This is an optimization exercise on Yosys and OpenROAD, whose aim is small area, a short achievable clock period and few clock cycles, not a production implementation. In this exercise RTL edits were held to simulation tests only and were not proved equivalent to the original. Power and IR drop assume default switching activity.

===== config.mk =====
export PLATFORM = sky130hd
export DESIGN_NAME = y_filter_top
export DESIGN_NICKNAME = y_filter_top
export VERILOG_FILES = /design/flow/design.v
export SDC_FILE = /design/flow/constraint.sdc
export NUM_CORES = 4
export LEC_CHECK = 0
export CAP_MARGIN = 20
export CORE_MARGIN = 2
export CORE_UTILIZATION = 55
export CTS_BUF_LIST = sky130_fd_sc_hd__clkbuf_8
export CTS_CLUSTER_DIAMETER = 50
export CTS_CLUSTER_SIZE = 18
export SETUP_SLACK_MARGIN = 2.9
export SLEW_MARGIN = 20

===== constraint.sdc =====
create_clock -name core_clock -period 5.5 [get_ports {clock}]
set_input_delay 1.1000 -clock core_clock [delete_from_list [all_inputs] [get_ports {clock}]]
set_output_delay 1.1000 -clock core_clock [all_outputs]
set_load 0.01 [all_outputs]

===== design.v =====
package pix_pkg;
	localparam int PIXEL_BITS = 8;
	localparam int LANES      = 4;                   
	typedef logic [PIXEL_BITS-1:0]       pixel_t;
	typedef logic [LANES*PIXEL_BITS-1:0] beat_t;    
	localparam int LINE_BEATS   = 4;                 
	localparam int STORED_LINES = 4;                 
	typedef logic [1:0] col_t;                       
	typedef logic [2:0] row_cnt_t;                   
endpackage
package filt_pkg;
	typedef logic [1:0] rot_t;
	typedef logic [7:0] coeff_t;
	localparam coeff_t H_EDGE   = 8'd6;
	localparam coeff_t H_NEAR   = 8'd58;
	localparam coeff_t H_CENTER = 8'd128;
	typedef logic [15:0] prod_t;                     
	typedef logic [17:0] sum_t;                      
	localparam sum_t ROUND_BIAS  = 18'd128;
	localparam int   ROUND_SHIFT = 8;
endpackage
`timescale 1ns/1ps
module y_filter_top
(
	input  logic  clock,
	input  logic  reset,
	input  logic  in_valid,
	output logic  in_ready,
	input  pix_pkg::beat_t in_data,
	input  logic  in_first,
	output logic  out_valid,
	input  logic  out_ready,
	output pix_pkg::beat_t out_data
);
	localparam int LANES = pix_pkg::LANES;
	localparam int PB    = pix_pkg::PIXEL_BITS;
	localparam int LB    = pix_pkg::LINE_BEATS;
	localparam int DEPTH = LB * pix_pkg::STORED_LINES - 2;    
	logic           adv;                                 
	logic           accept;
	pix_pkg::beat_t sr [DEPTH];                          
	logic [9:0]     g2 [LANES];                          
	logic [9:0]     u2 [LANES];                          
	logic [14:0]    p [LANES];                           
	pix_pkg::col_t  col;
	logic [2:0]     row;
	pix_pkg::beat_t res;
	assign adv      = !out_valid || out_ready;
	assign in_ready = adv;
	assign accept   = adv && in_valid;
	pix_pkg::col_t eff_col;
	logic [2:0]    eff_row;
	assign eff_col = in_first ? pix_pkg::col_t'(0) : col;
	assign eff_row = in_first ? 3'd0 : row;
	always_ff @(posedge clock) begin
		if (reset) begin
			col <= '0;
			row <= '0;
		end else if (accept) begin
			col <= eff_col + pix_pkg::col_t'(1);
			if (eff_col == pix_pkg::col_t'(LB - 1) && !eff_row[2]) begin
				row <= eff_row + 3'd1;
			end else begin
				row <= eff_row;
			end
		end
	end
	function automatic logic [29:0] csa(input logic [14:0] a, input logic [14:0] b, input logic [14:0] c);
		csa = {(a & b) | (a & c) | (b & c), a ^ b ^ c};
	endfunction
	function automatic logic [14:0] add15(input logic [14:0] a, input logic [14:0] b);
		logic [14:0] g;
		logic [14:0] p;
		logic [14:0] gg;
		logic [14:0] pp;
		g  = a & b;
		p  = a ^ b;
		gg = g;
		pp = p;
		for (int lv = 0; lv < 4; lv++) begin
			for (int i = 0; i < 15; i++) begin
				if ((i >> lv) & 1) begin
					int j;
					j = ((i >> lv) << lv) - 1;
					gg[i] = gg[i] | (pp[i] & gg[j]);
					pp[i] = pp[i] & pp[j];
				end
			end
		end
		for (int i = 2; i < 15; i = i * 2) begin
			gg[i] = (g[i] | (p[i] & g[i-1])) | ((p[i] & p[i-1]) & gg[i-2]);
		end
		add15 = p ^ {gg[13:0], 1'b0};
	endfunction
	function automatic logic [14:0] cpa1(input logic [29:0] cs);
		cpa1 = add15(cs[14:0], {cs[28:15], 1'b1});
	endfunction
	always_ff @(posedge clock) begin
		if (accept) begin
			sr[0] <= in_data;
			for (int k = 1; k < DEPTH; k++) begin
				sr[k] <= sr[k-1];
			end
			for (int l = 0; l < LANES; l++) begin
				logic [14:0] t;
				logic [14:0] gx;
				t      = cpa1(csa(15'(sr[13][l*PB +: PB]), ~(15'(sr[9][l*PB +: PB])), ~(15'(sr[1][l*PB +: PB]))));
				g2[l] <= t[9:0];
				t      = cpa1(csa(15'(sr[9][l*PB +: PB]), 15'(sr[1][l*PB +: PB]), {6'd0, sr[5][l*PB +: PB], 1'b1}));
				u2[l] <= t[9:0];
				gx     = {{5{g2[l][9]}}, g2[l]};
				p[l]  <= cpa1(csa({gx[13:0], 1'b1}, gx, {u2[l], 5'd0}));
			end
		end
	end
	always_comb begin
		for (int l = 0; l < LANES; l++) begin
			logic [14:0] acc;
			acc = cpa1(csa(p[l], {6'd0, in_data[l*PB +: PB], 1'b0}, {7'd0, in_data[l*PB +: PB]}));
			res[l*PB +: PB] = acc[14:7];
		end
	end
	always_ff @(posedge clock) begin
		if (reset) begin
			out_valid <= 1'b0;
		end else if (adv) begin
			out_valid <= in_valid && eff_row[2];         
		end
	end
	always_ff @(posedge clock) begin
		if (accept) begin
			out_data <= res;
		end
	end
endmodule

===== flow/run.sh =====
#!/bin/bash
set -euo pipefail
export BUFFER_PORTS_ARGS="-buffer_cell sky130_fd_sc_hd__buf_2"
export CTS_ARGS="-sink_clustering_enable -repair_clock_nets -dont_use_dummy_load -sink_clustering_size 18 -sink_clustering_max_diameter 50 -buf_list sky130_fd_sc_hd__clkbuf_8"
bash standard.sh MATCH_CELL_FOOTPRINT=0 finish > standard_make.log 2>&1

===== standard.sh =====
#!/bin/bash
# synth_recipe.tcl (not shown) runs the flow's synth.tcl, then flattens the netlist and writes it again
# the make line also repeats each setting of config.mk as NAME=value (left out here)
make -C /OpenROAD-flow-scripts/flow DESIGN_CONFIG=/design/flow/config.mk WORK_HOME=/design/flow/orfs CLKGATE_MAP_FILE= SYNTH_SCRIPT=/design/flow/synth_recipe.tcl "${@:-finish}"

==> results of run 1 <==
==> cell families after synthesis <==
kind of cell	after synthesis	share of synthesized area (%)
adder cells (fa/ha/maj)	298	16.6
AO/OA/AOI/OAI	233	5.75
flip-flops	626	67.8
XOR/XNOR	120	3.80
AND/OR/NAND/NOR	191	3.43
multiplexers	1	0.0362
buffers and inverters	184	2.50
==> final timing paths <==
kind / slack, ps / cells past startpoint / endpoint
worst max-delay path: 2770 / 9 / out_data[19]$_DFFE_PP_
worst min-delay path: 360 / 0 / sr[8][6]$_DFFE_PP_
worst max register to register: 2840 / 9 / p[0][14]$_DFFE_PP_
worst min register to register: 360 / 0 / sr[8][6]$_DFFE_PP_
==> flip-flops by register name, indices dropped and copies added (netlist names) <==
| name | flops |
|---|---|
| u2 | 40 |
| col | 2 |
| g2 | 40 |
| out_data | 32 |
| sr | 448 |
| out_valid | 1 |
| p | 60 |
| row | 3 |
==> repair_timing <==
| item | in CTS | in global routing |
|---|---|---|
| setup buffers | 43 | 33 |
| setup endpoints to repair | 59 | 81 |
| pin swaps | 74 | 120 |
| gates resized for setup | 110 | 152 |
| cloned | 0 | 0 |
==> report_power, final <==
| part | total (mW) | leakage, nW | switching, mW | internal [mW] |
|---|---|---|---|---|
| Sequential | 6.65 | 6.11 | 0.338 | 6.31 |
| Combinational | 5.45 | 5.40 | 2.73 | 2.72 |
| Clock | 2.39 | 0.431 | 1.43 | 0.963 |
| Total | 14.5 | 11.9 | 4.49 | 10.0 |
==> metal layers <==
layer	vias up	wire, µm	part of all wire, %	GRT usage (%)
li1	6410	-	-	-
met1	6508	20200	48	23.5
met2	149	19000	46	24.6
met3	79	1370	3.3	2.73
met4	0	1110	2.7	5.58
met5	-	0	0	0
==> Yosys cell counts (8+ instances only) <==
cell type                    n
sky130_fd_sc_hd__fa_1      116
sky130_fd_sc_hd__o21bai_1   20
sky130_fd_sc_hd__inv_1     183
sky130_fd_sc_hd__a211oi_1    8
sky130_fd_sc_hd__a21o_1     34
sky130_fd_sc_hd__xor2_1     31
sky130_fd_sc_hd__nor2_1     78
sky130_fd_sc_hd__xnor2_1    89
sky130_fd_sc_hd__a21oi_1    73
sky130_fd_sc_hd__ha_1      182
sky130_fd_sc_hd__nor2b_1    10
sky130_fd_sc_hd__o21a_1     24
sky130_fd_sc_hd__o211ai_1    8
sky130_fd_sc_hd__o21ai_0    27
sky130_fd_sc_hd__edfxtp_1  620
sky130_fd_sc_hd__nand2b_1   12
sky130_fd_sc_hd__nor3_1     22
sky130_fd_sc_hd__or2_2      11
sky130_fd_sc_hd__nand2_1    21
==> final cells by class <==
cell class | instances | area share (%)
clock buffers | 60 | 2.62
inverters | 183 | 2.26
multi-input cells | 843 | 28.9
well taps | 672 | 2.67
flip-flops and latches | 626 | 59.5
repair buffers | 153 | 4.07
==> per-stage QoR <==
stage / hold slack (ps) / cell area (µm²) / utilization [%]
global placement: 401 / 29100 / 58.3
floorplan: 400 / 27800 / -
CTS: 373 / 30700 / 61.5
finish: 364 / 31500 / 63.2
global route: 364 / 31500 / 63.2
detailed placement: 405 / 29100 / 58.3
==> critical path, cell delays in order <==
cell                        delay [ps]
sky130_fd_sc_hd__buf_8             100
sky130_fd_sc_hd__fa_1              590
sky130_fd_sc_hd__ha_4              230
sky130_fd_sc_hd__a2111oi_4         290
sky130_fd_sc_hd__o21ai_2           120
sky130_fd_sc_hd__a31oi_2           200
sky130_fd_sc_hd__nor2_1             80
sky130_fd_sc_hd__o21a_1            200
sky130_fd_sc_hd__o31a_1            230
==> flow_results.xml, run 1 <==
<?xml version="1.0" encoding="UTF-8"?>
<metrics>
  <group name="place">
    <metric name="count_of_input_and_output_buffers" unit="">70</metric>
    <metric name="placedCellCount" unit="">2401</metric>
    <metric name="place.detailed.hpwl" unit="µm">26400</metric>
    <metric name="place_worst_setup_slack" unit="ps">1790</metric>
    <metric name="place_congestion" unit="">0.742</metric>
  </group>
  <group name="global_routing">
    <metric name="number_of_global_route_vias_before_repair" unit="">13400</metric>
    <metric name="grt_start_max_net_pins" unit="">118</metric>
    <metric name="globalRouteOverflowTotal" unit="">0</metric>
    <metric name="global_route.usage.total" unit="%">16.1</metric>
    <metric name="grt_first_pass_wirelength" unit="µm">66800</metric>
    <metric name="grt_antenna_before_repair" unit="">0</metric>
  </group>
  <group name="power">
    <metric name="power_density" unit="mW/mm²">460</metric>
    <metric name="power.ir.vdd_worst" unit="µV">306</metric>
    <metric name="total_leakage_power" unit="nW">11.9</metric>
    <metric name="overall_power" unit="mW">14.5</metric>
  </group>
  <group name="yosys">
    <metric name="syn_nets" unit="">1988</metric>
    <metric name="synth-warning-count" unit="">5</metric>
    <metric name="ys_ff_latch" unit="">626</metric>
    <metric name="synth.largest_area_cell" unit="">sky130_fd_sc_hd__edfxtp_1</metric>
    <metric name="synth_cell_type_count" unit="">57</metric>
    <metric name="post_synth_main_area_contributors" unit="">sky130_fd_sc_hd__edfxtp_1 67%, sky130_fd_sc_hd__fa_1 8.4%, sky130_fd_sc_hd__ha_1 8.2%</metric>
    <metric name="async_flop_share" unit="%">0</metric>
    <metric name="syn_inst" unit="">1653</metric>
    <metric name="syn_area_per_cell" unit="µm²">16.7</metric>
    <metric name="yosysTopAreaCellShare" unit="%">67.4</metric>
    <metric name="count_of_flip_flops_with_a_built_in_enable_after_synthesis" unit="">620</metric>
    <metric name="synth_area" unit="mm²">0.0276</metric>
    <metric name="yosys_most_used_dff" unit="">sky130_fd_sc_hd__edfxtp_1</metric>
    <metric name="yosysSeqAreaShare" unit="%">67.8</metric>
  </group>
  <group name="floorplanning">
    <metric name="placement_rows" unit="">82</metric>
    <metric name="floorplan.initialDensity" unit="%">55.4</metric>
    <metric name="fp.dieH" unit="µm">228</metric>
    <metric name="dieWidth" unit="µm">228</metric>
    <metric name="floorplan.io_pins" unit="">71</metric>
    <metric name="dieArea" unit="mm²">0.0520</metric>
    <metric name="core" unit="mm²">0.0499</metric>
  </group>
  <group name="sta">
    <metric name="setup_total_negative_slack" unit="ps">0</metric>
    <metric name="timing.final.ws_setup" unit="ps">2770</metric>
    <metric name="rsz_0062_raised_after_global_routing" unit="">true</metric>
    <metric name="final_max_slew_viol_count" unit="">0</metric>
    <metric name="finalHoldViolations" unit="">0</metric>
    <metric name="max-slew-margin-rel" unit="%">55.0</metric>
    <metric name="post-route-period-util" unit="%">49.7</metric>
    <metric name="clock_skew" unit="ps">72.6</metric>
    <metric name="setup-violations-final" unit="">0</metric>
    <metric name="max_clock_freq" unit="MHz">366</metric>
    <metric name="max_slew.worst_pin.slew" unit="ps">675</metric>
    <metric name="period_minus_slack" unit="ps">2730</metric>
  </group>
  <group name="setup_path">
    <metric name="timing.critical_path.from" unit="">in_data[21]</metric>
    <metric name="worst-setup-path-type" unit="">primary input to flop</metric>
    <metric name="regToRegStartpoint" unit="">g2[0][5]$_DFFE_PP_</metric>
    <metric name="critPathArrivalTime" unit="ps">3150</metric>
    <metric name="required" unit="ps">5910</metric>
    <metric name="cp-end-kind" unit="">flop</metric>
    <metric name="crit_path_max_fo" unit="">3</metric>
    <metric name="cp-start-kind" unit="">primary input</metric>
  </group>
  <group name="cts">
    <metric name="ctsRootBufferMaster" unit="">sky130_fd_sc_hd__clkbuf_8</metric>
    <metric name="cts_tree" unit="">done</metric>
    <metric name="cts_hold_repair.buffers" unit="">0</metric>
    <metric name="cts_bufs_inserted" unit="">60</metric>
    <metric name="worst_setup_hold_path_clk_slew" unit="ps">100</metric>
    <metric name="worst_skew_pair.late_latency" unit="ps">680</metric>
    <metric name="clk_path_buf_depth" unit="">3</metric>
    <metric name="cts.sink_count" unit="">626</metric>
    <metric name="cts_max_level" unit="">2</metric>
  </group>
  <group name="finish">
    <metric name="most-common-layout-cells" unit="">620 x sky130_fd_sc_hd__edfxtp_1, 158 x sky130_fd_sc_hd__ha_1, 141 x sky130_fd_sc_hd__inv_1</metric>
    <metric name="antenna_cells_inserted" unit="">0</metric>
    <metric name="area.sequential" unit="mm²">0.0187</metric>
    <metric name="final_net_count" unit="">2202</metric>
    <metric name="multiInputGateArea" unit="mm²">0.00912</metric>
    <metric name="final_cell_count_no_fill" unit="">2537</metric>
    <metric name="synthToLayoutAreaGrowth" unit="%">14.1</metric>
    <metric name="fill_cells" unit="">3682</metric>
    <metric name="layout_commonest_cell" unit="">sky130_fd_sc_hd__edfxtp_1</metric>
    <metric name="layout-drive-gt1-share" unit="%">22.0</metric>
  </group>
  <group name="route">
    <metric name="drt-pass1-iter-count" unit="">4</metric>
    <metric name="drc" unit="">0</metric>
    <metric name="total_via_count_after_detailed_routing" unit="">13100</metric>
    <metric name="route.antenna.remaining_nets" unit="">0</metric>
    <metric name="vias_per_cell" unit="">5.18</metric>
    <metric name="wire_per_inst" unit="µm">16.4</metric>
    <metric name="finalWirelength" unit="µm">41700</metric>
    <metric name="number_of_drc_violations_after_detailed_routing_iteration_0" unit="">740</metric>
  </group>
  <group name="flow_run">
    <metric name="maxCapViolCount" unit="">0</metric>
  </group>
  <group name="worst_hold_path">
    <metric name="worstHoldPathType" unit="">flop to flop</metric>
    <metric name="min_from" unit="">sr[7][6]$_DFFE_PP_</metric>
  </group>
  <group name="run_status">
    <metric name="outcome" unit="">complete, no violations</metric>
  </group>
</metrics>
Testbench counts, summed over its fixed seeds: cycles 3,080.
==> run 2, diff against run 1 <==
--- a/config.mk
+++ b/config.mk
@@ -5,6 +5,7 @@
 export SDC_FILE = /design/flow/constraint.sdc
 export NUM_CORES = 4
 export LEC_CHECK = 0
+export ABC_AREA = 1
 export CAP_MARGIN = 20
 export CORE_MARGIN = 2
 export CORE_UTILIZATION = 55
==> flow_results.xml, run 2 <==
<?xml version="1.0" encoding="UTF-8"?>
<metrics>
  <group name="route">
    <metric name="finalWirelength" unit="µm">43700</metric>
    <metric name="vias_per_cell" unit="">5.07</metric>
    <metric name="wire_per_inst" unit="µm">14.8</metric>
    <metric name="number_of_drc_violations_after_detailed_routing_iteration_0" unit="">879</metric>
    <metric name="drt-pass1-iter-count" unit="">8</metric>
    <metric name="drc" unit="">0</metric>
    <metric name="route.antenna.remaining_nets" unit="">0</metric>
    <metric name="total_via_count_after_detailed_routing" unit="">14900</metric>
  </group>
  <group name="run_status">
    <metric name="outcome" unit="">complete, no violations</metric>
  </group>
  <group name="finish">
    <metric name="multiInputGateArea" unit="mm²">0.00896</metric>
    <metric name="postLayoutCoreUtil" unit="%">60.5</metric>
    <metric name="most-common-layout-cells" unit="">620 x sky130_fd_sc_hd__edfxtp_1, 405 x sky130_fd_sc_hd__nand2_1, 318 x sky130_fd_sc_hd__inv_1</metric>
    <metric name="synthToLayoutAreaGrowth" unit="%">8.40</metric>
    <metric name="registers.top_by_ff_count" unit="">sr</metric>
    <metric name="layout_commonest_cell" unit="">sky130_fd_sc_hd__edfxtp_1</metric>
    <metric name="area.sequential" unit="mm²">0.0187</metric>
    <metric name="final_net_count" unit="">2602</metric>
    <metric name="layout-drive-gt1-share" unit="%">8.92</metric>
    <metric name="final_cell_count_no_fill" unit="">2946</metric>
    <metric name="biggestRegsByFlops" unit="">sr (448), p (60)</metric>
    <metric name="largest_register_ffs" unit="">448</metric>
    <metric name="fill_cells" unit="">3931</metric>
  </group>
  <group name="setup_path">
    <metric name="cp-end-kind" unit="">output pin</metric>
    <metric name="crit_path_max_fo" unit="">3</metric>
    <metric name="cp-start-kind" unit="">primary input</metric>
    <metric name="required" unit="ps">4400</metric>
    <metric name="worst-setup-path-type" unit="">primary input to output pin</metric>
    <metric name="critPathArrivalTime" unit="ps">1450</metric>
  </group>
  <group name="power">
    <metric name="total_leakage_power" unit="nW">13.3</metric>
    <metric name="power_density" unit="mW/mm²">440</metric>
    <metric name="power.ir.vdd_worst" unit="µV">284</metric>
  </group>
  <group name="yosys">
    <metric name="yosysMostFrequentCell" unit="">sky130_fd_sc_hd__edfxtp_1</metric>
    <metric name="count_of_flip_flops_with_a_built_in_enable_after_synthesis" unit="">620</metric>
    <metric name="post_synth_main_area_contributors" unit="">sky130_fd_sc_hd__edfxtp_1 65%, sky130_fd_sc_hd__fa_1 8.1%, sky130_fd_sc_hd__ha_1 7.9%</metric>
    <metric name="yosysTopAreaCellShare" unit="%">64.6</metric>
    <metric name="syn_inst" unit="">2116</metric>
    <metric name="yosys-top-cells-count" unit="">620 x sky130_fd_sc_hd__edfxtp_1, 409 x sky130_fd_sc_hd__nand2_1, 326 x sky130_fd_sc_hd__inv_1</metric>
    <metric name="synth_cell_type_count" unit="">30</metric>
    <metric name="async_flop_share" unit="%">0</metric>
    <metric name="ys_ff_latch" unit="">626</metric>
    <metric name="yosysSeqAreaShare" unit="%">65.0</metric>
    <metric name="syn_nets" unit="">2451</metric>
    <metric name="synth_area" unit="mm²">0.0288</metric>
    <metric name="synth.largest_area_cell" unit="">sky130_fd_sc_hd__edfxtp_1</metric>
    <metric name="syn_area_per_cell" unit="µm²">13.6</metric>
    <metric name="synth-warning-count" unit="">5</metric>
    <metric name="yosys_most_used_dff" unit="">sky130_fd_sc_hd__edfxtp_1</metric>
  </group>
  <group name="global_routing">
    <metric name="globalRouteOverflowTotal" unit="">0</metric>
    <metric name="grt_first_pass_wirelength" unit="µm">72300</metric>
    <metric name="global_route.usage.total" unit="%">16.8</metric>
    <metric name="grt_antenna_before_repair" unit="">1</metric>
    <metric name="grt_start_max_net_pins" unit="">181</metric>
    <metric name="number_of_global_route_vias_before_repair" unit="">15200</metric>
  </group>
  <group name="cts">
    <metric name="cts_max_level" unit="">3</metric>
    <metric name="cts.sink_count" unit="">626</metric>
    <metric name="cts_bufs_inserted" unit="">66</metric>
    <metric name="ctsRootBufferMaster" unit="">sky130_fd_sc_hd__clkbuf_8</metric>
    <metric name="cts_tree" unit="">done</metric>
    <metric name="worst_setup_hold_path_clk_slew" unit="ps">100</metric>
    <metric name="worst_skew_pair.late_latency" unit="ps">630</metric>
    <metric name="clk_path_buf_depth" unit="">3</metric>
  </group>
  <group name="sta">
    <metric name="max-slew-margin-rel" unit="%">36.0</metric>
    <metric name="max_slew.worst_pin.slew" unit="ps">959</metric>
    <metric name="final_max_slew_viol_count" unit="">0</metric>
    <metric name="timing.final.ws_setup" unit="ps">2950</metric>
    <metric name="period_minus_slack" unit="ps">2550</metric>
    <metric name="post-route-period-util" unit="%">46.4</metric>
    <metric name="setup-violations-final" unit="">0</metric>
    <metric name="finalHoldViolations" unit="">0</metric>
    <metric name="clock_skew" unit="ps">69.4</metric>
    <metric name="rsz_0062_raised_after_global_routing" unit="">false</metric>
    <metric name="max_clock_freq" unit="MHz">392</metric>
  </group>
  <group name="place">
    <metric name="place_congestion" unit="">0.794</metric>
    <metric name="count_of_input_and_output_buffers" unit="">70</metric>
    <metric name="place.detailed.hpwl" unit="µm">29200</metric>
    <metric name="place_worst_setup_slack" unit="ps">2180</metric>
    <metric name="placedCellCount" unit="">2873</metric>
  </group>
  <group name="floorplanning">
    <metric name="core" unit="mm²">0.0516</metric>
    <metric name="dieWidth" unit="µm">233</metric>
    <metric name="floorplan.io_pins" unit="">71</metric>
    <metric name="floorplan.initialDensity" unit="%">55.9</metric>
    <metric name="dieArea" unit="mm²">0.0543</metric>
    <metric name="fp.dieH" unit="µm">233</metric>
    <metric name="placement_rows" unit="">83</metric>
  </group>
  <group name="worst_hold_path">
    <metric name="worstHoldPathType" unit="">flop to flop</metric>
  </group>
  <group name="flow_run">
    <metric name="maxCapViolCount" unit="">0</metric>
  </group>
</metrics>
run 2: changes by cell type after synthesis, sizes merged, moves of 18 or more:
cell and delta:
o21a -24, xor2 +40, nor3 -18, nand2 +407
xnor2 -71, a21oi +33, inv +144, nand3 +85
run 2: layout make-up:
class,count,share of cell area [%]
multi-input combinational,1163,28.7
timing repair buffer,82,1.57
timing repair inverter,1,0.0160
antenna,1,0.00801
clock buffer,66,2.91
tap,680,2.72
inverter,327,4.12
sequential,626,60.0
run 2: where the power goes:
part | switching, mW | internal [mW]
Combinational | 2.79 | 1.87
Clock | 1.45 | 1.07
Sequential | 0.312 | 6.25
run 2: logic make-up after synthesis:
| logic type | after synthesis | share of synthesized area [%] |
|---|---|---|
| AND/OR/NAND/NOR | 614 | 8.88 |
| flip-flops | 626 | 65.0 |
| XOR/XNOR | 89 | 2.70 |
| AO/OA/AOI/OAI | 162 | 3.20 |
| adder cells (fa/ha/maj) | 298 | 16.0 |
| buffers and inverters | 327 | 4.26 |
run 2: routing by layer:
metal | vias to the layer above | track usage (%) | wire [µm]
li1 | 7432 | - | -
met1 | 7227 | 23.2 | 21000
met2 | 193 | 26.9 | 20000
met3 | 81 | 3.36 | 1520
met4 | 0 | 5.45 | 1210
met5 | - | 0 | 0
run 2: per-stage QoR:
step / setup TNS (ps) / power, mW / cell area [µm²] / hold slack [ps]
floorplan: -3465590 / 10.3 / 29000 / 400
global placement: 0 / 11.2 / 30300 / 401
detailed placement: 0 / 11.3 / 30300 / 405
CTS: 0 / 13.9 / 31200 / 383
global route: 0 / 14.9 / 31200 / 394
finish: 0 / 13.7 / 31200 / 380
run 2: worst paths after layout:
check,from,endpoint,slack [ps],depth (start not counted)
max,out_ready,in_ready,2950,4
min,sr[7][26]$_DFFE_PP_,sr[8][26]$_DFFE_PP_,380,0
max reg2reg,sr[1][9]$_DFFE_PP_,u2[1][7]$_DFFE_PP_,3080,8
min reg2reg,sr[7][26]$_DFFE_PP_,sr[8][26]$_DFFE_PP_,380,0
run 2: worst max-delay path, stage by stage:
cell                        delay, ps
sky130_fd_sc_hd__buf_6            120
sky130_fd_sc_hd__clkinv_16         50
sky130_fd_sc_hd__nand2_8           50
sky130_fd_sc_hd__buf_2            130
run 2: timing repair:
item / in CTS / in global routing
cloned: 0 / 1
hold endpoints to repair: 0 / 0
resized for setup: 3 / 9
setup buffers: 0 / 5
endpoints found under the setup margin: 93 / 110
hold buffers: 0 / 0
==> run 3, diff against run 2 <==
--- a/config.mk
+++ b/config.mk
@@ -12,5 +12,5 @@
 export CTS_BUF_LIST = sky130_fd_sc_hd__clkbuf_8
 export CTS_CLUSTER_DIAMETER = 50
 export CTS_CLUSTER_SIZE = 18
-export SETUP_SLACK_MARGIN = 2.9
+export SETUP_SLACK_MARGIN = 2.75
 export SLEW_MARGIN = 20
==> flow_results.xml, run 3 <==
<?xml version="1.0" encoding="UTF-8"?>
<metrics>
  <group name="global_routing">
    <metric name="globalRouteOverflowTotal" unit="">0</metric>
    <metric name="global_route.usage.total" unit="%">16.5</metric>
    <metric name="grt_first_pass_wirelength" unit="µm">71500</metric>
    <metric name="number_of_global_route_vias_before_repair" unit="">15000</metric>
    <metric name="grt_start_max_net_pins" unit="">187</metric>
    <metric name="grt_antenna_before_repair" unit="">0</metric>
  </group>
  <group name="yosys">
    <metric name="yosys_most_used_dff" unit="">sky130_fd_sc_hd__edfxtp_1</metric>
    <metric name="ys_ff_latch" unit="">626</metric>
    <metric name="syn_inst" unit="">2116</metric>
    <metric name="yosysSeqAreaShare" unit="%">65.0</metric>
    <metric name="yosysTopAreaCellShare" unit="%">64.6</metric>
    <metric name="yosysMostFrequentCell" unit="">sky130_fd_sc_hd__edfxtp_1</metric>
    <metric name="async_flop_share" unit="%">0</metric>
    <metric name="synth_cell_type_count" unit="">30</metric>
    <metric name="synth_area" unit="mm²">0.0288</metric>
    <metric name="synth.largest_area_cell" unit="">sky130_fd_sc_hd__edfxtp_1</metric>
    <metric name="syn_nets" unit="">2451</metric>
    <metric name="post_synth_main_area_contributors" unit="">sky130_fd_sc_hd__edfxtp_1 65%, sky130_fd_sc_hd__fa_1 8.1%, sky130_fd_sc_hd__ha_1 7.9%</metric>
    <metric name="synth-warning-count" unit="">5</metric>
    <metric name="yosys-top-cells-count" unit="">620 x sky130_fd_sc_hd__edfxtp_1, 409 x sky130_fd_sc_hd__nand2_1, 326 x sky130_fd_sc_hd__inv_1</metric>
    <metric name="syn_area_per_cell" unit="µm²">13.6</metric>
    <metric name="count_of_flip_flops_with_a_built_in_enable_after_synthesis" unit="">620</metric>
  </group>
  <group name="sta">
    <metric name="clock_skew" unit="ps">61.3</metric>
    <metric name="max_slew.worst_pin.slew" unit="ps">1050</metric>
    <metric name="timing.final.ws_setup" unit="ps">2840</metric>
    <metric name="finalHoldViolations" unit="">0</metric>
    <metric name="rsz_0062_raised_after_global_routing" unit="">false</metric>
    <metric name="max-slew-margin-rel" unit="%">30.2</metric>
    <metric name="setup-violations-final" unit="">0</metric>
    <metric name="max_clock_freq" unit="MHz">376</metric>
    <metric name="post-route-period-util" unit="%">48.3</metric>
    <metric name="final_max_slew_viol_count" unit="">0</metric>
    <metric name="period_minus_slack" unit="ps">2660</metric>
    <metric name="setup_total_negative_slack" unit="ps">0</metric>
  </group>
  <group name="place">
    <metric name="place_congestion" unit="">0.762</metric>
    <metric name="place_worst_setup_slack" unit="ps">1990</metric>
    <metric name="place.detailed.hpwl" unit="µm">29100</metric>
    <metric name="count_of_input_and_output_buffers" unit="">70</metric>
  </group>
  <group name="floorplanning">
    <metric name="floorplan.io_pins" unit="">71</metric>
    <metric name="placement_rows" unit="">83</metric>
    <metric name="floorplan.initialDensity" unit="%">55.9</metric>
    <metric name="dieWidth" unit="µm">233</metric>
    <metric name="dieArea" unit="mm²">0.0543</metric>
    <metric name="core" unit="mm²">0.0516</metric>
    <metric name="fp.dieH" unit="µm">233</metric>
  </group>
  <group name="setup_path">
    <metric name="cpLargestDelayFamily" unit="">buffers and inverters</metric>
    <metric name="cp-start-kind" unit="">primary input</metric>
    <metric name="required" unit="ps">4400</metric>
    <metric name="worst-path-buf-inv" unit="">3</metric>
    <metric name="r2r.worst_path.cells" unit="">11</metric>
    <metric name="cpMostUsedCell" unit="">sky130_fd_sc_hd__buf_2</metric>
    <metric name="cp.depth" unit="">4</metric>
    <metric name="critical_path.max_stage_delay" unit="ps">200</metric>
    <metric name="path_cells" unit="">buf_2 -&gt; clkinv_16 -&gt; nand2_8 -&gt; buf_2</metric>
    <metric name="crit_path_max_fo" unit="">3</metric>
    <metric name="worst-setup-path-type" unit="">primary input to output pin</metric>
    <metric name="critPathSlowestCell" unit="">sky130_fd_sc_hd__buf_2</metric>
    <metric name="critPathArrivalTime" unit="ps">1560</metric>
    <metric name="cp-end-kind" unit="">output pin</metric>
  </group>
  <group name="route">
    <metric name="route.antenna.remaining_nets" unit="">0</metric>
    <metric name="number_of_drc_violations_after_detailed_routing_iteration_0" unit="">792</metric>
    <metric name="drt-pass1-iter-count" unit="">5</metric>
    <metric name="total_via_count_after_detailed_routing" unit="">14700</metric>
    <metric name="vias_per_cell" unit="">5.03</metric>
    <metric name="finalWirelength" unit="µm">42900</metric>
    <metric name="wire_per_inst" unit="µm">14.6</metric>
    <metric name="drc" unit="">0</metric>
  </group>
  <group name="cts">
    <metric name="cts_max_level" unit="">2</metric>
    <metric name="worst_skew_pair.late_latency" unit="ps">670</metric>
    <metric name="worst_setup_hold_path_clk_slew" unit="ps">100</metric>
    <metric name="cts_tree" unit="">done</metric>
    <metric name="clk_path_buf_depth" unit="">3</metric>
    <metric name="cts.sink_count" unit="">626</metric>
    <metric name="cts_hold_repair.buffers" unit="">0</metric>
    <metric name="ctsRootBufferMaster" unit="">sky130_fd_sc_hd__clkbuf_8</metric>
    <metric name="cts_bufs_inserted" unit="">58</metric>
  </group>
  <group name="worst_hold_path">
    <metric name="hold-path-cell-count" unit="">0</metric>
    <metric name="worstHoldPathType" unit="">flop to flop</metric>
  </group>
  <group name="flow_run">
    <metric name="maxCapViolCount" unit="">0</metric>
  </group>
  <group name="finish">
    <metric name="synthToLayoutAreaGrowth" unit="%">7.67</metric>
    <metric name="layout-drive-gt1-share" unit="%">8.08</metric>
    <metric name="biggestRegsByFlops" unit="">sr (448), p (60)</metric>
    <metric name="largest_register_ffs" unit="">448</metric>
    <metric name="antenna_cells_inserted" unit="">0</metric>
    <metric name="layout_commonest_cell" unit="">sky130_fd_sc_hd__edfxtp_1</metric>
    <metric name="most-common-layout-cells" unit="">620 x sky130_fd_sc_hd__edfxtp_1, 407 x sky130_fd_sc_hd__nand2_1, 320 x sky130_fd_sc_hd__inv_1</metric>
    <metric name="registers.top_by_ff_count" unit="">sr</metric>
    <metric name="final_net_count" unit="">2590</metric>
  </group>
  <group name="power">
    <metric name="total_leakage_power" unit="nW">13.2</metric>
    <metric name="power_density" unit="mW/mm²">436</metric>
    <metric name="power.ir.vdd_worst" unit="µV">278</metric>
    <metric name="overall_power" unit="mW">13.5</metric>
  </group>
  <group name="run_status">
    <metric name="outcome" unit="">complete, no violations</metric>
  </group>
</metrics>
==> run 3: cell counts after synthesis <==
No cell type changed its count.
==> run 3: cell families after synthesis <==
logic type               Yosys count  synth area share [%]
adder cells (fa/ha/maj)          298                  16.0
AND/OR/NAND/NOR                  614                  8.88
XOR/XNOR                          89                  2.70
AO/OA/AOI/OAI                    162                  3.20
buffers and inverters            327                  4.26
flip-flops                       626                  65.0
==> run 3: path summary, 6_finish.rpt <==
check / slack (ps) / end / start
max: 2840 / in_ready / out_ready
min: 400 / sr[4][18]$_DFFE_PP_ / sr[3][18]$_DFFE_PP_
max reg2reg: 3010 / g2[3][8]$_DFFE_PP_ / sr[1][24]$_DFFE_PP_
min reg2reg: 400 / sr[4][18]$_DFFE_PP_ / sr[3][18]$_DFFE_PP_
==> run 3: where the power goes <==
part | switching [mW] | internal [mW]
Clock | 1.40 | 0.934
Sequential | 0.307 | 6.25
Combinational | 2.77 | 1.86
==> run 3: worst register-to-register path, delay by kind of cell, from the launching register on <==
| kind | cells | cell delay (ps) |
|---|---|---|
| AND/OR/NAND/NOR | 6 | 400 |
| adder cells (fa/ha/maj) | 2 | 1020 |
| flip-flops | 1 | 460 |
| AO/OA/AOI/OAI | 1 | 170 |
| buffers and inverters | 2 | 220 |
==> run 3: what timing repair did <==
action,in CTS,in global routing
setup endpoints to repair,28,15
resized for setup,1,1
buffers inserted,0,1
gates cloned,0,0
==> run 3: layout make-up <==
type	count	area (µm²)
Multi-Input combinational cell	1163	8940
Tap cell	680	851
Fill cell	3976	20600
Clock buffer	58	798
Sequential cell	626	18700
Inverter	327	1260
Timing Repair Buffer	79	450
==> run 3: metrics by stage <==
stage | utilization, % | hold slack, ps | area [µm²] | std cells
2_1_floorplan | - | 400 | 28900 | 2116
3_3_place_gp | 58.6 | 400 | 30200 | 2874
3_5_place_dp | 58.6 | 405 | 30200 | 2874
4_1_cts | 60.1 | 399 | 31000 | 2932
5_1_grt | 60.1 | 398 | 31000 | 2933
6_report | 60.1 | 398 | 31000 | 2933
==> run 3: per-layer routing <==
| metal | global-route usage, % | up-vias | share of wire (%) |
|---|---|---|---|
| li1 | - | 7409 | - |
| met1 | 23.3 | 7095 | 49 |
| met2 | 26.7 | 160 | 46 |
| met3 | 2.57 | 80 | 3.3 |
| met4 | 5.10 | 0 | 2.3 |
| met5 | 0 | - | 0 |
==> run 4, diff against run 3 <==
--- a/config.mk
+++ b/config.mk
@@ -12,5 +12,5 @@
 export CTS_BUF_LIST = sky130_fd_sc_hd__clkbuf_8
 export CTS_CLUSTER_DIAMETER = 50
 export CTS_CLUSTER_SIZE = 18
-export SETUP_SLACK_MARGIN = 2.75
+export SETUP_SLACK_MARGIN = 3.1
 export SLEW_MARGIN = 20
==> flow_results.xml, run 4 <==
<?xml version="1.0" encoding="UTF-8"?>
<metrics>
  <group name="run_status">
    <metric name="outcome" unit="">complete, no violations</metric>
  </group>
  <group name="setup_path">
    <metric name="timing.critical_path.from" unit="">out_ready</metric>
    <metric name="regToRegStartpoint" unit="">g2[2][4]$_DFFE_PP_</metric>
    <metric name="cp-end-kind" unit="">output pin</metric>
    <metric name="cp-start-kind" unit="">primary input</metric>
    <metric name="critical_path.max_stage_delay" unit="ps">120</metric>
    <metric name="path_cells" unit="">buf_12 -&gt; clkinv_16 -&gt; nand2_8 -&gt; buf_6</metric>
    <metric name="required" unit="ps">4400</metric>
    <metric name="critPathSlowestCell" unit="">sky130_fd_sc_hd__buf_12</metric>
    <metric name="critPathArrivalTime" unit="ps">1420</metric>
    <metric name="worst-setup-path-type" unit="">primary input to output pin</metric>
    <metric name="crit_path_max_fo" unit="">3</metric>
  </group>
  <group name="place">
    <metric name="place.detailed.hpwl" unit="µm">29000</metric>
    <metric name="count_of_input_and_output_buffers" unit="">70</metric>
    <metric name="place_congestion" unit="">0.770</metric>
    <metric name="placed_area" unit="mm²">0.0303</metric>
    <metric name="place_worst_setup_slack" unit="ps">1720</metric>
  </group>
  <group name="yosys">
    <metric name="synthXorXnorAreaFrac" unit="%">2.70</metric>
    <metric name="synth_cell_type_count" unit="">30</metric>
    <metric name="synth.largest_area_cell" unit="">sky130_fd_sc_hd__edfxtp_1</metric>
    <metric name="yosys.area_share.adder" unit="%">16.0</metric>
    <metric name="synth_mux_area_share" unit="%">0</metric>
    <metric name="post_synth_main_area_contributors" unit="">sky130_fd_sc_hd__edfxtp_1 65%, sky130_fd_sc_hd__fa_1 8.1%, sky130_fd_sc_hd__ha_1 7.9%</metric>
    <metric name="syn_inst" unit="">2116</metric>
    <metric name="yosys.area_share.simple" unit="%">8.88</metric>
    <metric name="async_flop_share" unit="%">0</metric>
    <metric name="yosysSeqAreaShare" unit="%">65.0</metric>
    <metric name="syn_nets" unit="">2451</metric>
    <metric name="yosys_most_used_dff" unit="">sky130_fd_sc_hd__edfxtp_1</metric>
    <metric name="ys_ff_latch" unit="">626</metric>
    <metric name="syn_area_per_cell" unit="µm²">13.6</metric>
    <metric name="count_of_flip_flops_with_a_built_in_enable_after_synthesis" unit="">620</metric>
    <metric name="synth_top_family_by_area" unit="">adder cells</metric>
    <metric name="yosysTopAreaCellShare" unit="%">64.6</metric>
    <metric name="synth_area" unit="mm²">0.0288</metric>
    <metric name="synth-compound-area-share" unit="%">3.20</metric>
    <metric name="yosysMostFrequentCell" unit="">sky130_fd_sc_hd__edfxtp_1</metric>
    <metric name="yosys-top-cells-count" unit="">620 x sky130_fd_sc_hd__edfxtp_1, 409 x sky130_fd_sc_hd__nand2_1, 326 x sky130_fd_sc_hd__inv_1</metric>
    <metric name="synth-warning-count" unit="">5</metric>
  </group>
  <group name="route">
    <metric name="drt-pass1-iter-count" unit="">5</metric>
    <metric name="drc" unit="">0</metric>
    <metric name="finalWirelength" unit="µm">44400</metric>
    <metric name="vias_per_cell" unit="">5.02</metric>
    <metric name="number_of_drc_violations_after_detailed_routing_iteration_0" unit="">870</metric>
    <metric name="route.antenna.remaining_nets" unit="">0</metric>
    <metric name="wire_per_inst" unit="µm">14.9</metric>
    <metric name="total_via_count_after_detailed_routing" unit="">15000</metric>
  </group>
  <group name="cts">
    <metric name="clk_path_buf_depth" unit="">3</metric>
    <metric name="cts_hold_repair.buffers" unit="">0</metric>
    <metric name="cts.sink_count" unit="">626</metric>
    <metric name="ctsRootBufferMaster" unit="">sky130_fd_sc_hd__clkbuf_8</metric>
    <metric name="worst_skew_pair.late_latency" unit="ps">670</metric>
    <metric name="cts_max_level" unit="">2</metric>
    <metric name="cts_bufs_inserted" unit="">59</metric>
    <metric name="worst_setup_hold_path_clk_slew" unit="ps">100</metric>
    <metric name="cts_tree" unit="">done</metric>
  </group>
  <group name="floorplanning">
    <metric name="dieArea" unit="mm²">0.0543</metric>
    <metric name="floorplan.io_pins" unit="">71</metric>
    <metric name="floorplan.initialDensity" unit="%">55.9</metric>
    <metric name="fp.dieH" unit="µm">233</metric>
    <metric name="dieWidth" unit="µm">233</metric>
    <metric name="core" unit="mm²">0.0516</metric>
    <metric name="placement_rows" unit="">83</metric>
  </group>
  <group name="global_routing">
    <metric name="grt_antenna_before_repair" unit="">1</metric>
    <metric name="grt_first_pass_wirelength" unit="µm">72300</metric>
    <metric name="globalRouteOverflowTotal" unit="">0</metric>
    <metric name="global_route.usage.total" unit="%">16.8</metric>
    <metric name="grt_start_max_net_pins" unit="">163</metric>
    <metric name="number_of_global_route_vias_before_repair" unit="">15100</metric>
  </group>
  <group name="sta">
    <metric name="setup_total_negative_slack" unit="ps">0</metric>
    <metric name="timing.final.ws_setup" unit="ps">2980</metric>
    <metric name="post-route-period-util" unit="%">45.7</metric>
    <metric name="timing.hold.ws" unit="ps">394</metric>
    <metric name="finalHoldViolations" unit="">0</metric>
    <metric name="setup-violations-final" unit="">0</metric>
    <metric name="rsz_0062_raised_after_global_routing" unit="">true</metric>
    <metric name="max_slew.worst_pin.slew" unit="ps">888</metric>
    <metric name="period_minus_slack" unit="ps">2520</metric>
    <metric name="final_max_slew_viol_count" unit="">0</metric>
    <metric name="clock_skew" unit="ps">63.3</metric>
    <metric name="max-slew-margin-rel" unit="%">40.8</metric>
    <metric name="max_clock_freq" unit="MHz">397</metric>
  </group>
  <group name="finish">
    <metric name="layout-drive-gt1-share" unit="%">13.8</metric>
    <metric name="registers.top_by_ff_count" unit="">sr</metric>
    <metric name="fill_cells" unit="">4008</metric>
    <metric name="biggestRegsByFlops" unit="">sr (448), p (60)</metric>
    <metric name="layout_commonest_cell" unit="">sky130_fd_sc_hd__edfxtp_1</metric>
    <metric name="final_net_count" unit="">2641</metric>
    <metric name="most-common-layout-cells" unit="">620 x sky130_fd_sc_hd__edfxtp_1, 380 x sky130_fd_sc_hd__nand2_1, 305 x sky130_fd_sc_hd__inv_1</metric>
    <metric name="multiInputGateArea" unit="mm²">0.00928</metric>
    <metric name="largest_register_ffs" unit="">448</metric>
    <metric name="postLayoutCoreUtil" unit="%">61.9</metric>
    <metric name="final_std_cell_area_no_fill" unit="mm²">0.0319</metric>
    <metric name="area.sequential" unit="mm²">0.0187</metric>
    <metric name="synthToLayoutAreaGrowth" unit="%">10.7</metric>
  </group>
  <group name="worst_hold_path">
    <metric name="min_from" unit="">sr[3][0]$_DFFE_PP_</metric>
    <metric name="worstHoldPathType" unit="">flop to flop</metric>
  </group>
  <group name="power">
    <metric name="power_density" unit="mW/mm²">437</metric>
    <metric name="power.ir.vdd_worst" unit="µV">336</metric>
    <metric name="total_leakage_power" unit="nW">13.5</metric>
  </group>
  <group name="flow_run">
    <metric name="maxCapViolCount" unit="">0</metric>
  </group>
</metrics>
==> run 4: changes by cell type in the layout (fill, tap and decap cells not counted), moves of 11 or more <==
| cell | delta |
|---|---|
| sky130_fd_sc_hd__buf_4 | +47 |
| sky130_fd_sc_hd__fa_1 | -15 |
| sky130_fd_sc_hd__fa_2 | +15 |
| sky130_fd_sc_hd__ha_1 | -11 |
| sky130_fd_sc_hd__ha_4 | +11 |
| sky130_fd_sc_hd__inv_1 | -15 |
| sky130_fd_sc_hd__inv_2 | +12 |
| sky130_fd_sc_hd__nand2_1 | -27 |
| sky130_fd_sc_hd__nand2_2 | +19 |
==> run 4: kinds of logic after synthesis <==
kind of cell	count (synthesis)
and+or+nand+nor	614
xor gates and xnor gates	89
buffers and inverters	327
AOI/OAI and AO/OA	162
adders and majority gates	298
DFF	626
==> run 4: layout make-up <==
class,instances,share of cell area (%)
repair buffers,128,2.97
diodes,1,0.00784
well taps,680,2.67
inverters,327,4.03
clock buffers,59,2.54
flip-flops and latches,626,58.7
repair inverters,1,0.0157
multi-input cells,1163,29.1
==> run 4: stage by stage <==
step                power (mW)  instances
floorplan                 10.3       2116
global placement          11.2       2875
detailed placement        11.3       2875
CTS                       13.8       2948
global route              15.2       2985
finish                    13.9       2985
==> run 4: worst paths after layout <==
| kind | endpoint | slack (ps) | cells past startpoint |
|---|---|---|---|
| worst min register to register | sr[4][0]$_DFFE_PP_ | 390 | 0 |
| worst max register to register | p[2][8]$_DFFE_PP_ | 3200 | 10 |
| worst max-delay path | in_ready | 2980 | 4 |
| worst min-delay path | sr[4][0]$_DFFE_PP_ | 390 | 0 |
==> run 4: repair_timing <==
action / CTS / global route
buffers inserted: 12 / 33
resized for setup: 18 / 98
cloned: 2 / 3
endpoints found under the setup margin: 461 / 344
pin swaps: 1 / 39
==> run 4: worst max-delay path: cells and delay by family <==
kind                   cells  cell delay [ps]
buffers and inverters      3              270
AND/OR/NAND/NOR            1               40
==> run 4: metal layers <==
metal  wire length [µm]  track usage [%]  vias up
li1                   -                -     7506
met1              21400             23.6     7276
met2              20600             27.2      147
met3               1540             3.22       62
met4                841             4.22        0
met5                  0                0        -
==> run 4: power breakdown <==
part           switching (mW)  leakage [nW]  total (mW)  internal [mW]
Sequential              0.298          6.12        6.55           6.25
Clock                    1.41         0.424        2.36          0.948
Combinational            2.94          6.99        5.04           2.10
Total                    4.65          13.5        13.9           9.30
==> run 5, diff against run 4 <==
--- a/config.mk
+++ b/config.mk
@@ -12,5 +12,5 @@
 export CTS_BUF_LIST = sky130_fd_sc_hd__clkbuf_8
 export CTS_CLUSTER_DIAMETER = 50
 export CTS_CLUSTER_SIZE = 18
-export SETUP_SLACK_MARGIN = 3.1
+export SETUP_SLACK_MARGIN = 3.0
 export SLEW_MARGIN = 20
==> flow_results.xml, run 5 <==
<?xml version="1.0" encoding="UTF-8"?>
<metrics>
  <group name="cts">
    <metric name="cts_bufs_inserted" unit="">59</metric>
    <metric name="clk_path_buf_depth" unit="">3</metric>
    <metric name="worst_skew_pair.late_latency" unit="ps">670</metric>
    <metric name="cts_hold_repair.buffers" unit="">0</metric>
    <metric name="ctsRootBufferMaster" unit="">sky130_fd_sc_hd__clkbuf_8</metric>
    <metric name="worst_setup_hold_path_clk_slew" unit="ps">100</metric>
    <metric name="cts_tree" unit="">done</metric>
    <metric name="cts_max_level" unit="">2</metric>
    <metric name="cts.sink_count" unit="">626</metric>
  </group>
  <group name="sta">
    <metric name="final_max_slew_viol_count" unit="">0</metric>
    <metric name="finalHoldViolations" unit="">0</metric>
    <metric name="period_minus_slack" unit="ps">2520</metric>
    <metric name="post-route-period-util" unit="%">45.8</metric>
    <metric name="timing.hold.ws" unit="ps">394</metric>
    <metric name="max-slew-margin-rel" unit="%">41.7</metric>
    <metric name="setup_total_negative_slack" unit="ps">0</metric>
    <metric name="setup-violations-final" unit="">0</metric>
    <metric name="max_clock_freq" unit="MHz">397</metric>
    <metric name="max_slew.worst_pin.slew" unit="ps">875</metric>
    <metric name="rsz_0062_raised_after_global_routing" unit="">true</metric>
    <metric name="clock_skew" unit="ps">64.4</metric>
    <metric name="timing.final.ws_setup" unit="ps">2980</metric>
  </group>
  <group name="global_routing">
    <metric name="global_route.usage.total" unit="%">16.8</metric>
    <metric name="globalRouteOverflowTotal" unit="">0</metric>
    <metric name="grt_first_pass_wirelength" unit="µm">72200</metric>
    <metric name="number_of_global_route_vias_before_repair" unit="">15100</metric>
    <metric name="grt_antenna_before_repair" unit="">1</metric>
    <metric name="grt_start_max_net_pins" unit="">163</metric>
  </group>
  <group name="flow_run">
    <metric name="maxCapViolCount" unit="">0</metric>
  </group>
  <group name="yosys">
    <metric name="yosys_most_used_dff" unit="">sky130_fd_sc_hd__edfxtp_1</metric>
    <metric name="syn_nets" unit="">2451</metric>
    <metric name="syn_inst" unit="">2116</metric>
    <metric name="synth_cell_type_count" unit="">30</metric>
    <metric name="yosys-top-cells-count" unit="">620 x sky130_fd_sc_hd__edfxtp_1, 409 x sky130_fd_sc_hd__nand2_1, 326 x sky130_fd_sc_hd__inv_1</metric>
    <metric name="post_synth_main_area_contributors" unit="">sky130_fd_sc_hd__edfxtp_1 65%, sky130_fd_sc_hd__fa_1 8.1%, sky130_fd_sc_hd__ha_1 7.9%</metric>
    <metric name="yosys.area_share.adder" unit="%">16.0</metric>
    <metric name="yosysSeqAreaShare" unit="%">65.0</metric>
    <metric name="syn_area_per_cell" unit="µm²">13.6</metric>
    <metric name="synth-compound-area-share" unit="%">3.20</metric>
    <metric name="count_of_flip_flops_with_a_built_in_enable_after_synthesis" unit="">620</metric>
    <metric name="yosysMostFrequentCell" unit="">sky130_fd_sc_hd__edfxtp_1</metric>
    <metric name="synth_mux_area_share" unit="%">0</metric>
    <metric name="ys_ff_latch" unit="">626</metric>
    <metric name="yosysTopAreaCellShare" unit="%">64.6</metric>
    <metric name="synth_area" unit="mm²">0.0288</metric>
    <metric name="synth_top_family_by_area" unit="">adder cells</metric>
    <metric name="yosys.area_share.simple" unit="%">8.88</metric>
    <metric name="async_flop_share" unit="%">0</metric>
    <metric name="synth.largest_area_cell" unit="">sky130_fd_sc_hd__edfxtp_1</metric>
    <metric name="synth-warning-count" unit="">5</metric>
    <metric name="synthXorXnorAreaFrac" unit="%">2.70</metric>
  </group>
  <group name="finish">
    <metric name="layout-drive-gt1-share" unit="%">10.1</metric>
    <metric name="final_net_count" unit="">2610</metric>
    <metric name="largest_register_ffs" unit="">448</metric>
    <metric name="layout_commonest_cell" unit="">sky130_fd_sc_hd__edfxtp_1</metric>
    <metric name="postLayoutCoreUtil" unit="%">60.8</metric>
    <metric name="registers.top_by_ff_count" unit="">sr</metric>
    <metric name="fill_cells" unit="">4049</metric>
    <metric name="synthToLayoutAreaGrowth" unit="%">8.85</metric>
    <metric name="most-common-layout-cells" unit="">620 x sky130_fd_sc_hd__edfxtp_1, 397 x sky130_fd_sc_hd__nand2_1, 314 x sky130_fd_sc_hd__inv_1</metric>
    <metric name="biggestRegsByFlops" unit="">sr (448), p (60)</metric>
  </group>
  <group name="floorplanning">
    <metric name="placement_rows" unit="">83</metric>
    <metric name="floorplan.io_pins" unit="">71</metric>
    <metric name="fp.dieH" unit="µm">233</metric>
    <metric name="dieWidth" unit="µm">233</metric>
    <metric name="core" unit="mm²">0.0516</metric>
    <metric name="dieArea" unit="mm²">0.0543</metric>
    <metric name="floorplan.initialDensity" unit="%">55.9</metric>
  </group>
  <group name="setup_path">
    <metric name="critPathArrivalTime" unit="ps">1420</metric>
    <metric name="timing.reg2reg.setup_slack" unit="ps">3100</metric>
    <metric name="critical_path.max_stage_delay" unit="ps">120</metric>
    <metric name="timing.rr.end" unit="">u2[0][7]$_DFFE_PP_</metric>
    <metric name="regToRegStartpoint" unit="">sr[1][1]$_DFFE_PP_</metric>
    <metric name="path_cells" unit="">buf_12 -&gt; clkinv_16 -&gt; nand2_8 -&gt; buf_6</metric>
    <metric name="cp-end-kind" unit="">output pin</metric>
    <metric name="crit_path_max_fo" unit="">3</metric>
    <metric name="r2r.worst_path.cells" unit="">8</metric>
    <metric name="worst-path-buf-inv" unit="">3</metric>
    <metric name="required" unit="ps">4400</metric>
    <metric name="cp-start-kind" unit="">primary input</metric>
    <metric name="critPathSlowestCell" unit="">sky130_fd_sc_hd__buf_6</metric>
    <metric name="worst-setup-path-type" unit="">primary input to output pin</metric>
    <metric name="cpLargestDelayFamily" unit="">buffers and inverters</metric>
  </group>
  <group name="route">
    <metric name="finalWirelength" unit="µm">43500</metric>
    <metric name="detailroute.wirelength.met3" unit="µm">1570</metric>
    <metric name="number_of_drc_violations_after_detailed_routing_iteration_0" unit="">882</metric>
    <metric name="routed_metal_1_wirelength" unit="µm">21000</metric>
    <metric name="vias_per_cell" unit="">5.04</metric>
    <metric name="wire_per_inst" unit="µm">14.7</metric>
    <metric name="drt-pass1-iter-count" unit="">5</metric>
    <metric name="drc" unit="">0</metric>
    <metric name="total_via_count_after_detailed_routing" unit="">14900</metric>
    <metric name="dr.max_layer_used" unit="">met4</metric>
    <metric name="route.antenna.remaining_nets" unit="">0</metric>
    <metric name="route.met2.wl" unit="µm">20100</metric>
  </group>
  <group name="place">
    <metric name="place_congestion" unit="">0.770</metric>
    <metric name="count_of_input_and_output_buffers" unit="">70</metric>
    <metric name="place_worst_setup_slack" unit="ps">1720</metric>
    <metric name="place.detailed.hpwl" unit="µm">29000</metric>
  </group>
  <group name="worst_hold_path">
    <metric name="hold-path-cell-count" unit="">0</metric>
    <metric name="worstHoldPathType" unit="">flop to flop</metric>
    <metric name="min_from" unit="">sr[3][0]$_DFFE_PP_</metric>
    <metric name="hold_end" unit="">sr[4][0]$_DFFE_PP_</metric>
  </group>
  <group name="power">
    <metric name="power.ir.vdd_worst" unit="µV">326</metric>
    <metric name="power_density" unit="mW/mm²">434</metric>
    <metric name="total_leakage_power" unit="nW">13.3</metric>
  </group>
  <group name="run_status">
    <metric name="outcome" unit="">complete, no violations</metric>
  </group>
</metrics>
-- run 5: cell families after synthesis --
kind of cell	after synthesis
xor+xnor	89
simple gates	614
flops	626
fa+ha+maj	298
compound gates	162
buf+inv	327
-- run 5: through the flow --
stage               total power, mW  std cells  cell area [µm²]
finish                         13.6       2954            31400
global route                   14.9       2954            31400
CTS                            13.8       2940            31200
detailed placement             11.3       2875            30300
global placement               11.2       2875            30300
floorplan                      10.3       2116            29000
-- run 5: power breakdown --
group	leakage, nW	total [mW]	switching, mW	internal, mW
combinational	6.80	4.72	2.81	1.91
clock	0.424	2.36	1.41	0.948
sequential	6.12	6.55	0.301	6.25
total	13.3	13.6	4.52	9.11
-- run 5: layer usage --
layer	vias to the layer above	GRT usage (%)
met5	-	0
met4	0	4.22
met2	169	27.1
li1	7442	-
met1	7225	23.6
met3	59	3.22
-- run 5: worst max path at each step --
stage                             start  depth (start not counted)              endpoint
detailed placement            out_ready                          7  sr[13][24]$_DFFE_PP_
global route        sr[9][16]$_DFFE_PP_                         11    g2[2][8]$_DFFE_PP_
finish                        out_ready                          4              in_ready
CTS                           out_ready                          4              in_ready
floorplan                     out_ready                          4    g2[0][0]$_DFFE_PP_
global placement              out_ready                          7   sr[0][24]$_DFFE_PP_
-- run 5: timing repair --
| item | 4_1_cts | 5_1_grt |
|---|---|---|
| hold endpoints to repair | 0 | 0 |
| pin swaps | 0 | 3 |
| endpoints found under the setup margin | 285 | 44 |
| buffers inserted | 4 | 12 |
| gates resized for setup | 10 | 34 |
| gates cloned | 2 | 1 |
-- run 5: layout make-up --
class | instances | area [µm²] | area share [%]
clock buffers | 59 | 812 | 2.59
well taps | 680 | 851 | 2.71
repair inverters | 1 | 5.00 | 0.0159
multi-input cells | 1163 | 9030 | 28.8
inverters | 327 | 1290 | 4.10
repair buffers | 97 | 654 | 2.09
diodes | 1 | 2.50 | 0.00797
flip-flops and latches | 626 | 18700 | 59.7
==> run 6, diff against run 5 <==
==> flow/run.sh (replaced) <==
#!/bin/bash
set -euo pipefail
export BUFFER_PORTS_ARGS="-buffer_cell sky130_fd_sc_hd__buf_2"
export CTS_ARGS="-sink_clustering_enable -repair_clock_nets -dont_use_dummy_load -sink_clustering_size 30 -sink_clustering_max_diameter 60 -buf_list sky130_fd_sc_hd__clkbuf_16"
bash standard.sh MATCH_CELL_FOOTPRINT=0 finish > standard_make.log 2>&1
==> flow_results.xml, run 6 <==
<?xml version="1.0" encoding="UTF-8"?>
<metrics>
  <group name="sta">
    <metric name="rsz_0062_raised_after_global_routing" unit="">true</metric>
    <metric name="final_max_slew_viol_count" unit="">0</metric>
    <metric name="post-route-period-util" unit="%">45.8</metric>
    <metric name="max-slew-margin-rel" unit="%">39.7</metric>
    <metric name="clock_skew" unit="ps">73.2</metric>
    <metric name="max_clock_freq" unit="MHz">397</metric>
    <metric name="period_minus_slack" unit="ps">2520</metric>
    <metric name="setup-violations-final" unit="">0</metric>
    <metric name="max_slew.worst_pin.slew" unit="ps">904</metric>
    <metric name="finalHoldViolations" unit="">0</metric>
    <metric name="setup_total_negative_slack" unit="ps">0</metric>
  </group>
  <group name="setup_path">
    <metric name="critPathArrivalTime" unit="ps">1420</metric>
    <metric name="cp-end-kind" unit="">output pin</metric>
    <metric name="timing.rr.end" unit="">u2[0][7]$_DFFE_PP_</metric>
    <metric name="cp-start-kind" unit="">primary input</metric>
    <metric name="path_cells" unit="">buf_12 -&gt; clkinv_16 -&gt; nand2_8 -&gt; buf_6</metric>
    <metric name="regToRegStartpoint" unit="">sr[1][1]$_DFFE_PP_</metric>
    <metric name="crit_path_max_fo" unit="">3</metric>
    <metric name="timing.reg2reg.setup_slack" unit="ps">3090</metric>
    <metric name="required" unit="ps">4400</metric>
    <metric name="r2r.worst_path.cells" unit="">8</metric>
    <metric name="critical_path.max_stage_delay" unit="ps">120</metric>
    <metric name="worst-setup-path-type" unit="">primary input to output pin</metric>
    <metric name="critPathSlowestCell" unit="">sky130_fd_sc_hd__buf_6</metric>
  </group>
  <group name="yosys">
    <metric name="count_of_flip_flops_with_a_built_in_enable_after_synthesis" unit="">620</metric>
    <metric name="ys_ff_latch" unit="">626</metric>
    <metric name="synth.largest_area_cell" unit="">sky130_fd_sc_hd__edfxtp_1</metric>
    <metric name="yosysTopAreaCellShare" unit="%">64.6</metric>
    <metric name="yosys-top-cells-count" unit="">620 x sky130_fd_sc_hd__edfxtp_1, 409 x sky130_fd_sc_hd__nand2_1, 326 x sky130_fd_sc_hd__inv_1</metric>
    <metric name="syn_nets" unit="">2451</metric>
    <metric name="synth_cell_type_count" unit="">30</metric>
    <metric name="post_synth_main_area_contributors" unit="">sky130_fd_sc_hd__edfxtp_1 65%, sky130_fd_sc_hd__fa_1 8.1%, sky130_fd_sc_hd__ha_1 7.9%</metric>
    <metric name="async_flop_share" unit="%">0</metric>
    <metric name="syn_inst" unit="">2116</metric>
    <metric name="synth-warning-count" unit="">5</metric>
    <metric name="syn_area_per_cell" unit="µm²">13.6</metric>
    <metric name="yosysMostFrequentCell" unit="">sky130_fd_sc_hd__edfxtp_1</metric>
    <metric name="synth_area" unit="mm²">0.0288</metric>
    <metric name="yosysSeqAreaShare" unit="%">65.0</metric>
    <metric name="yosys_most_used_dff" unit="">sky130_fd_sc_hd__edfxtp_1</metric>
  </group>
  <group name="power">
    <metric name="overall_power" unit="mW">14.4</metric>
    <metric name="power.ir.vdd_worst" unit="µV">364</metric>
    <metric name="switching_share" unit="%">32.3</metric>
    <metric name="cell_internal_pwr" unit="mW">9.77</metric>
    <metric name="p_sw" unit="mW">4.67</metric>
    <metric name="share_seq_of_total_power" unit="%">45.4</metric>
    <metric name="power.combinational.fraction" unit="%">34.0</metric>
    <metric name="total_leakage_power" unit="nW">13.6</metric>
    <metric name="power_density" unit="mW/mm²">451</metric>
    <metric name="clock_power_share" unit="%">20.6</metric>
  </group>
  <group name="cts">
    <metric name="cts.sink_count" unit="">626</metric>
    <metric name="worst_setup_hold_path_clk_slew" unit="ps">100</metric>
    <metric name="ctsRootBufferMaster" unit="">sky130_fd_sc_hd__clkbuf_16</metric>
    <metric name="cts_max_level" unit="">2</metric>
    <metric name="worst_skew_pair.late_latency" unit="ps">620</metric>
    <metric name="cts_tree" unit="">done</metric>
    <metric name="clk_path_buf_depth" unit="">3</metric>
    <metric name="cts_bufs_inserted" unit="">47</metric>
  </group>
  <group name="finish">
    <metric name="area.sequential" unit="mm²">0.0187</metric>
    <metric name="most-common-layout-cells" unit="">620 x sky130_fd_sc_hd__edfxtp_1, 383 x sky130_fd_sc_hd__nand2_1, 311 x sky130_fd_sc_hd__inv_1</metric>
    <metric name="fill_cells" unit="">3963</metric>
    <metric name="layout-drive-gt1-share" unit="%">11.1</metric>
    <metric name="postLayoutCoreUtil" unit="%">62.0</metric>
    <metric name="final_net_count" unit="">2608</metric>
    <metric name="biggestRegsByFlops" unit="">sr (448), p (60)</metric>
    <metric name="antenna_cells_inserted" unit="">0</metric>
    <metric name="layout_commonest_cell" unit="">sky130_fd_sc_hd__edfxtp_1</metric>
    <metric name="multiInputGateArea" unit="mm²">0.00916</metric>
    <metric name="registers.top_by_ff_count" unit="">sr</metric>
    <metric name="synthToLayoutAreaGrowth" unit="%">11.1</metric>
    <metric name="largest_register_ffs" unit="">448</metric>
  </group>
  <group name="global_routing">
    <metric name="grt_start_max_net_pins" unit="">163</metric>
    <metric name="globalRouteOverflowTotal" unit="">0</metric>
    <metric name="global_route.usage.total" unit="%">16.8</metric>
    <metric name="number_of_global_route_vias_before_repair" unit="">15100</metric>
    <metric name="grt_antenna_before_repair" unit="">0</metric>
    <metric name="grt_first_pass_wirelength" unit="µm">72100</metric>
  </group>
  <group name="route">
    <metric name="number_of_drc_violations_after_detailed_routing_iteration_0" unit="">879</metric>
    <metric name="wire_per_inst" unit="µm">14.7</metric>
    <metric name="finalWirelength" unit="µm">43500</metric>
    <metric name="drc" unit="">0</metric>
    <metric name="route.antenna.remaining_nets" unit="">0</metric>
    <metric name="total_via_count_after_detailed_routing" unit="">14900</metric>
    <metric name="vias_per_cell" unit="">5.04</metric>
    <metric name="drt-pass1-iter-count" unit="">5</metric>
  </group>
  <group name="floorplanning">
    <metric name="dieArea" unit="mm²">0.0543</metric>
    <metric name="floorplan.io_pins" unit="">71</metric>
    <metric name="fp.dieH" unit="µm">233</metric>
    <metric name="core" unit="mm²">0.0516</metric>
    <metric name="placement_rows" unit="">83</metric>
    <metric name="floorplan.initialDensity" unit="%">55.9</metric>
    <metric name="dieWidth" unit="µm">233</metric>
  </group>
  <group name="run_status">
    <metric name="outcome" unit="">complete, no violations</metric>
  </group>
  <group name="place">
    <metric name="count_of_input_and_output_buffers" unit="">70</metric>
    <metric name="place_congestion" unit="">0.770</metric>
    <metric name="place.detailed.hpwl" unit="µm">29000</metric>
  </group>
  <group name="flow_run">
    <metric name="maxCapViolCount" unit="">0</metric>
  </group>
  <group name="worst_hold_path">
    <metric name="min_from" unit="">sr[3][6]$_DFFE_PP_</metric>
    <metric name="hold-path-cell-count" unit="">0</metric>
    <metric name="worstHoldPathType" unit="">flop to flop</metric>
    <metric name="hold_end" unit="">sr[4][6]$_DFFE_PP_</metric>
  </group>
</metrics>
## run 6: cell types whose count changed in the layout (fill, tap and decap cells not counted), moves of 9 or more
cell,change
sky130_fd_sc_hd__buf_2,-9
sky130_fd_sc_hd__buf_4,+16
sky130_fd_sc_hd__clkbuf_16,+48
sky130_fd_sc_hd__clkbuf_8,-59
sky130_fd_sc_hd__nand2_1,-14
sky130_fd_sc_hd__nand2_2,+9
## run 6: how the worst max path moves through the flow
| stage | startpoint | to | cells past startpoint |
|---|---|---|---|
| 3_3_place_gp | out_ready | sr[0][24]$_DFFE_PP_ | 7 |
| 2_1_floorplan | out_ready | g2[0][0]$_DFFE_PP_ | 4 |
| 6_report | out_ready | in_ready | 4 |
| 3_5_place_dp | out_ready | sr[13][24]$_DFFE_PP_ | 7 |
| 4_1_cts | out_ready | in_ready | 4 |
| 5_1_grt | sr[9][16]$_DFFE_PP_ | g2[2][8]$_DFFE_PP_ | 11 |
## run 6: layout make-up
cell class / count / area share, %
clock buffer: 47 / 3.67
inverter: 327 / 4.03
multi-input combinational: 1163 / 28.6
sequential: 626 / 58.5
tap: 680 / 2.66
timing repair buffer: 107 / 2.49
timing repair inverter: 1 / 0.0156
## run 6: logic make-up (layout without fill, tap and decap cells)
group	Yosys count	count (layout)	synth area share, %
fa+ha+maj	298	298	16.0
xor+xnor	89	89	2.70
simple gates	614	614	8.88
compound gates	162	162	3.20
flops	626	626	65.0
buf+inv	327	482	4.26
## run 6: worst max-delay path, delay by kind of cell
| family | cells | cell delay (ps) |
|---|---|---|
| buffers and inverters | 3 | 270 |
| AND/OR/NAND/NOR | 1 | 40 |
## run 6: layer usage
layer / GRT usage [%] / routed length, µm / share of wire, % / up-vias
met5: 0 / 0 / 0 / -
met4: 4.88 / 827 / 1.9 / 0
met3: 2.43 / 1290 / 3.0 / 51
met2: 27.4 / 20200 / 47 / 157
met1: 23.6 / 21100 / 49 / 7197
li1: - / - / - / 7458
## run 6: repair_timing
item,4_1_cts,5_1_grt
setup buffers,4,22
endpoints found under the setup margin,450,54
pin swaps,0,35
hold buffers,0,0
gates resized for setup,18,77
gates cloned,3,0
## run 6: through the flow
stage	std cells	setup WS (ps)	cell area, µm²	hold slack (ps)
floorplan	2116	-5560	29000	400
global placement	2875	1790	30300	400
detailed placement	2875	1720	30300	405
CTS	2929	2980	31600	349
global route	2951	2940	32000	360
finish	2951	2980	32000	349
## run 6: power groups by stage
stage	logic [mW]	clock network (mW)	registers, mW
after floorplan	3.61	0	6.71
after global placement	4.52	0	6.66
after detailed placement	4.64	0	6.66
after CTS	4.73	3.10	6.57
after global routing	5.76	3.24	6.64
final	4.91	2.97	6.56

[static timing again, ports no longer ideal]
Ports are ideal in the flow. The routed layouts listed here were re-timed in OpenROAD.
Step 1 sets driving cells, clkbuf_16 on the clock port and buf_2 on the other inputs (assumed; they add their load-dependent delay and slew).
Step 2 times the ports against the registers' clock, not the clock port: input delays grow and output delays shrink by t, the midpoint of the rising clock arrivals with the driver on.
Slacks: no drivers / after step 1 / after step 2; pairs: no drivers / after step 1.
run	t (ns)	setup WS [ns]	hold slack, ns	worst data-port slew with drivers (ns)
run 1	0.707	2.766 / 2.779 / 2.072	0.364 / 0.364 / 0.364	0.07
run 2	0.653	2.949 / 2.910 / 2.383	0.380 / 0.380 / 0.380	0.08
run 3	0.698	2.843 / 2.819 / 2.283	0.398 / 0.398 / 0.398	0.07
run 4	0.706	2.984 / 2.925 / 2.411	0.394 / 0.394 / 0.394	0.09
run 5	0.704	2.982 / 2.935 / 2.359	0.394 / 0.394 / 0.394	0.08
run 6	0.640	2.982 / 2.935 / 2.416	0.349 / 0.349 / 0.349	0.10
After both steps setup and hold are still met in every run listed. The setup slack of run 1, which loses most, moves by +0.013 ns with the drivers and by -0.694 ns with both steps.
